Source: an optimization exercise on an open RTL-to-GDS flow (aim: small area, a short achievable clock period and few clock cycles per item). Production flows keep margins and buffers that such runs may drop.
Function was checked by simulation only, so behaviour that the tests miss may differ from the original.
No activity file was given, so power comes from the tool's default toggle rates.

## flow/design.v (module list and top-level ports; edited modules follow where they fit)
// module playback_rate_trim_controller: 952 lines
module playback_rate_trim_controller #(
  parameter int AVERAGE_LENGTH = 128
) (
  input  logic        clk,
  input  logic        rst,
  input  logic        in_valid,
  output logic        in_stall,
  input  logic [24:0] in_data,
  output logic        out_valid,
  input  logic        out_stall,
  output logic [34:0] out_data,
  input  logic        cfg_valid,
  output logic        cfg_ready,
  input  logic [1:0]  cfg_index,
  input  logic [15:0] cfg_data
);
  // ...
==> flow/run.sh <==
#!/bin/bash
# synth_recipe.tcl (not shown) runs the flow's synth.tcl, then flattens the netlist and writes it again
# the make line also repeats each setting of config.mk as NAME=value (left out here)
make -C /OpenROAD-flow-scripts/flow DESIGN_CONFIG=/design/flow/config.mk WORK_HOME=/design/flow/orfs CLKGATE_MAP_FILE= SYNTH_SCRIPT=/design/flow/synth_recipe.tcl finish
==> flow/config.mk <==
export PLATFORM = sky130hd
export DESIGN_NAME = playback_rate_trim_controller
export DESIGN_NICKNAME = playback_rate_trim_controller
export VERILOG_FILES = /design/flow/design.v
export SDC_FILE = /design/flow/constraint.sdc
export NUM_CORES = 4
export LEC_CHECK = 0
export ABC_CLOCK_PERIOD_IN_PS = 3000
export CAP_MARGIN = 20
export CORE_MARGIN = 2
export CORE_UTILIZATION = 60
export CTS_CLUSTER_DIAMETER = 100
export CTS_CLUSTER_SIZE = 30
export PLACE_DENSITY = 0.75
export SETUP_SLACK_MARGIN = 5.0
export SLEW_MARGIN = 20
==> flow/constraint.sdc <==
create_clock -name core_clock -period 8.0 [get_ports {clk}]
set_input_delay 1.6000 -clock core_clock [delete_from_list [all_inputs] [get_ports {clk}]]
set_output_delay 1.6000 -clock core_clock [all_outputs]
set_load 0.01 [all_outputs]
==> results.toml, run 1 <==
[cts]
cts_tree = "built"
path_clk_slew_ns = 0.12

[worst_setup_path]
path_max_fanout = 7
reg2reg_setup_slack_ns = 3.95
critPathLaunch = "mr0_s10[2]"
path_buf_inv = 2
cp-start-kind = "flip-flop"
r2r_cells = 21
cp_slowest_cell = "edfxtp_1"

[pwr]
powerClk_mw = 6.22
p_per_area_nw_per_um2 = 296
power.share.clock_pct = 18.2

[grt]
grt_use_met3_pct = 2.90
grt_pass1_wl_um = 293000

[place]
placed_cells = 8562
placed_cell_area_um2 = 104000
io_buffers = 84
dp_slack_ns = 3.20

[logic_synthesis]
synth_most_common_cell = "edfxtp_1"
yosys_most_used_dff = "edfxtp_1"
synth-simple-area-share_pct = 5.08
yosys_warnings = 2
synth.cell_area_um2 = 101000
yosys-top-cells-area = "edfxtp_1, ha_1, dfxtp_1"

[cells_and_area]
finalNetCount = 7690
register_area_um2 = 73300
largest_reg_flops = 1778
nNonClkInverters = 408
final_util_pct = 69.4
clock_area_share_pct = 2.59
multi_input_area_share_pct = 24.7

[routing]
routed.top_layer = "met5"
wl_met1_um = 87900
met2_length_um = 93900

[sta]
setup_tns_ns = 0
worstMarginPinSlew_ns = 1.03
maxSlewHeadroom_pct = 31.4

[status]
status = "timing/DRC/antenna clean"

[worst_hold_path]
hp-start = "hist[71][9]"
hold-path-endpoint = "hist[72][9]"
Testbench counts, summed over its fixed seeds: cycles 2,200, items 2,048.
==> run 2: changes to the inputs <==
--- a/flow/config.mk
+++ b/flow/config.mk
@@ -14,3 +14,3 @@
 export PLACE_DENSITY = 0.75
-export SETUP_SLACK_MARGIN = 5.0
+export SETUP_SLACK_MARGIN = 4.6
 export SLEW_MARGIN = 20
==> run 2 against run 1 <==
Against the previous run:
- clock power about the same
- count of clock-buffer cells in the layout unchanged
- routed wire length down 7.3%
- maximum frequency barely moved
- highest routed layer is now met4
- setup slack better by 0.0011 ns
- power fell by 5.6%
- register-to-register slack about the same
- cell count decreased by 3.4%
- die area is the same
- largest cell class unchanged
- global-route usage decreased by 1.2 points
==> results.toml, run 2 <==
[status]
status = "timing/DRC/antenna clean"

[logic_synthesis]
netlist_top_cells_count = "edfxtp_1, ha_1, nand2_1"
synth_edf_count = 2288
syn-num-nets = 7052
yosys.cell_types.count = 94
async_flop_share_pct = 0
yosys.area.top_type = "edfxtp_1"
yosys_warnings = 2
yosys-top-cells-area = "edfxtp_1, ha_1, dfxtp_1"
synth.cell_area_um2 = 101000
yosys_most_used_dff = "edfxtp_1"
avgSynthCellArea_um2 = 15.8
synth_most_common_cell = "edfxtp_1"
syn_inst = 6362
synth.top_cell.area_share_pct = 68.3
synth-seq-cells = 2511
synth.yosys.seq_area_share_pct = 72.7

[routing]
first_pass_iters = 8
dr.first_iter.drc_count = 4042
wl_per_cell_um = 20.5
drc = 0
drt-total-wl_um = 184000
routed_via_density = 5.67
vias = 50842
ant_nets = 0

[floorplanning]
core_area_um2 = 167000
num_rows = 150
design.die.area_um2 = 171000
die_w_um = 413
initial_utilization_pct = 60.3
die_h_um = 413
ios = 86

[cts]
path_clk_slew_ns = 0.11
numCtsBuffers = 97
cts-root-buf = "clkbuf_16"
cts.sinks = 2511
clock_latency_ns = 0.77
cts_max_path_buffers = 3
cts_tree = "built"
hold_buffers = 0
h-tree-depth = 3

[worst_setup_path]
required_ns = 8.51
slowest_delay_ns = 0.39
cp-endpoint = "r2_s11[6]"
reg2reg_setup_slack_ns = 3.95
crit-reg2reg-launch = "mr0_s10[2]"
end_kind = "flip-flop"
critical_path_class = "reg -> reg"
r2r_cells = 21
worstPathArrival_ns = 4.57
cp_cell_sequence = "ha_2 > inv_2 > fa_2 > nand2b_4 > a21oi_2 > o31a_1 > o21ai_1 > nor2b_4 > o21bai_1 > a21oi_1 > xor2_1 > ha_2 > fa_2 > nor2b_2 > o21ai_1 > nand2b_1 > a21o_1 > a21o_1 > a211oi_4 > buf_6 > mux2_2"
critPathLaunch = "mr0_s10[2]"
cp-start-kind = "flip-flop"
r2r-end = "r2_s11[6]"
path_max_fanout = 7
cp_slowest_cell = "edfxtp_1"

[grt]
grt_max_degree = 223
overflow = 0
grt_usage_pct = 21.1
grt_pass1_wl_um = 278000
grt_pass1_vias = 48525
antenna_found_initial = 1

[sta]
worstMarginPinSlew_ns = 1.18
setup_violations = 0
rsz0062_at_grt = "yes"
post-route-period-util_pct = 50.7
hold_viol_final = 0
maxSlewHeadroom_pct = 21.3
slew_viol_final = 0
finalClockSkew_ns = 0.0362
max_freq_ghz = 0.247
fin_crit_ns = 4.05

[cells_and_area]
final_common_cell = "edfxtp_1"
largest_reg_flops = 1778
final_cell_area_um2 = 111000
reg.largest.list = "hist (1778), o_res (31), k_res (29)"
fill_cells = 11207
largest_register = "hist"
layout_common_cells = "edfxtp_1, ha_1, nand2_1"
fin_cells = 8960
drive_above_1_share_pct = 11.6
finalNetCount = 7375
antenna_cells = 0
area_growth_pct = 10.0

[worst_hold_path]
hold_path_class = "reg -> reg"

[place]
hpwl_um = 112000
placed_cells = 8562
placed_cell_area_um2 = 104000
io_buffers = 84
routabilityCongestion = 0.872

[job]
drv_cap = 0

[pwr]
p_per_area_nw_per_um2 = 292
totalPowerFinal_mw = 32.3
p_leak_nw = 39.9
vdd_drop_max_mv = 0.212
[run 2: area by class of cell]
type / count / area, um^2 / area share (%)
Sequential cell: 2511 / 73300 / 66.2
Multi-Input combinational cell: 3305 / 26600 / 24.0
Tap cell: 2204 / 2760 / 2.49
Clock inverter: 17 / 320 / 0.289
Timing Repair inverter: 1 / 5.00 / 0.00452
Inverter: 405 / 1600 / 1.44
Clock buffer: 153 / 2680 / 2.42
Timing Repair Buffer: 364 / 3480 / 3.15
[run 2: worst min path at each step]
stage / cells past startpoint / slack (ns) / startpoint / end
after global placement: 0 / 0.40 / q2_s16[6] / q2_s17[8]
after floorplan: 0 / 0.35 / gain[0] / gain3[0]
after global routing: 0 / 0.42 / hist[4][5] / hist[5][5]
after detailed placement: 0 / 0.40 / big_s12 / big_s13
final: 0 / 0.41 / hist[71][9] / hist[72][9]
after CTS: 0 / 0.41 / hist[71][9] / hist[72][9]
[run 2: where the power goes]
part	leakage, nW	internal, mW	total [mW]	switching [mW]
combinational	15.2	4.63	9.92	5.29
sequential	23.3	15.5	16.2	0.703
clock	1.43	2.47	6.20	3.73
total	39.9	22.6	32.3	9.73
[run 2: cells by family after synthesis]
logic type                 Yosys count  synth area share, %
DFF                               2511                 72.7
adders and majority gates          642                 8.93
and+or+nand+nor                   1103                 5.08
buffers and inverters              548                 2.09
muxes                              174                 1.83
xor gates and xnor gates           232                 2.02
other                                1              0.00373
AOI/OAI and AO/OA                 1151                 7.30
[run 2: repair_timing]
| item | in CTS | in global routing |
|---|---|---|
| setup buffers | 110 | 107 |
| gates resized for setup | 244 | 238 |
| endpoints found under the setup margin | 186 | 959 |
| pin swaps | 51 | 97 |
| gates cloned | 6 | 4 |
[run 2: layer usage]
| metal | routed length, um | global-route usage [%] | part of all wire [%] | vias to the layer above |
|---|---|---|---|---|
| met5 | 0 | 0 | 0 | - |
| li1 | - | - | - | 24126 |
| met3 | 8210 | 2.61 | 4.5 | 287 |
| met1 | 84400 | 31.1 | 46 | 25302 |
| met2 | 85300 | 33.4 | 46 | 1127 |
| met4 | 5590 | 6.09 | 3.0 | 0 |
[run 2: worst max-delay path, delay by kind of cell (launching register included)]
| kind | cells | cell delay (ns) |
|---|---|---|
| AOI/OAI and AO/OA | 9 | 1.39 |
| adders and majority gates | 4 | 0.84 |
| and+or+nand+nor | 4 | 0.43 |
| DFF | 1 | 0.39 |
| muxes | 1 | 0.34 |
| buffers and inverters | 2 | 0.22 |
| xor gates and xnor gates | 1 | 0.21 |
[run 2: through the flow]
stage	setup TNS (ns)	worst slack, ns	util [%]	hold WS [ns]
after global routing	0	3.70	66.3	0.421
final	0	3.95	66.3	0.412
after floorplan	-2347.93	-1.32	-	0.353
after global placement	0	3.15	62.4	0.400
after CTS	0	3.97	65.3	0.409
after detailed placement	0	3.20	62.4	0.405

[what the ideal ports hide]
How much do the figures lean on ideal ports? The routed layouts below were timed once more, with nothing changed but the port constraints.
Step 1 (the two cells are an assumption about what drives the block):
set clk [get_ports {clk}]
set_driving_cell -lib_cell sky130_fd_sc_hd__clkbuf_16 $clk
set_driving_cell -lib_cell sky130_fd_sc_hd__buf_2 [delete_from_list [all_inputs] $clk]
Step 2 moves the port delays by t, midway between the first and last clock arrival at a register: inputs arrive t later, outputs are due t later. That takes back most of the time a late clock gives input paths.
Three values: no drivers, after step 1, after step 2; two values: the first two.
| run | t (ns) | slack for setup (ns) | worst setup path at the end | latest minus earliest clock arrival (ns) |
|---|---|---|---|---|
| run 1 | 0.848 | 3.946 / 3.946 / 3.946 | register to register | 0.045 / 0.044 |
| run 2 | 0.839 | 3.948 / 3.948 / 3.948 | register to register | 0.038 / 0.037 |
After both steps setup and hold are still met in every run listed.
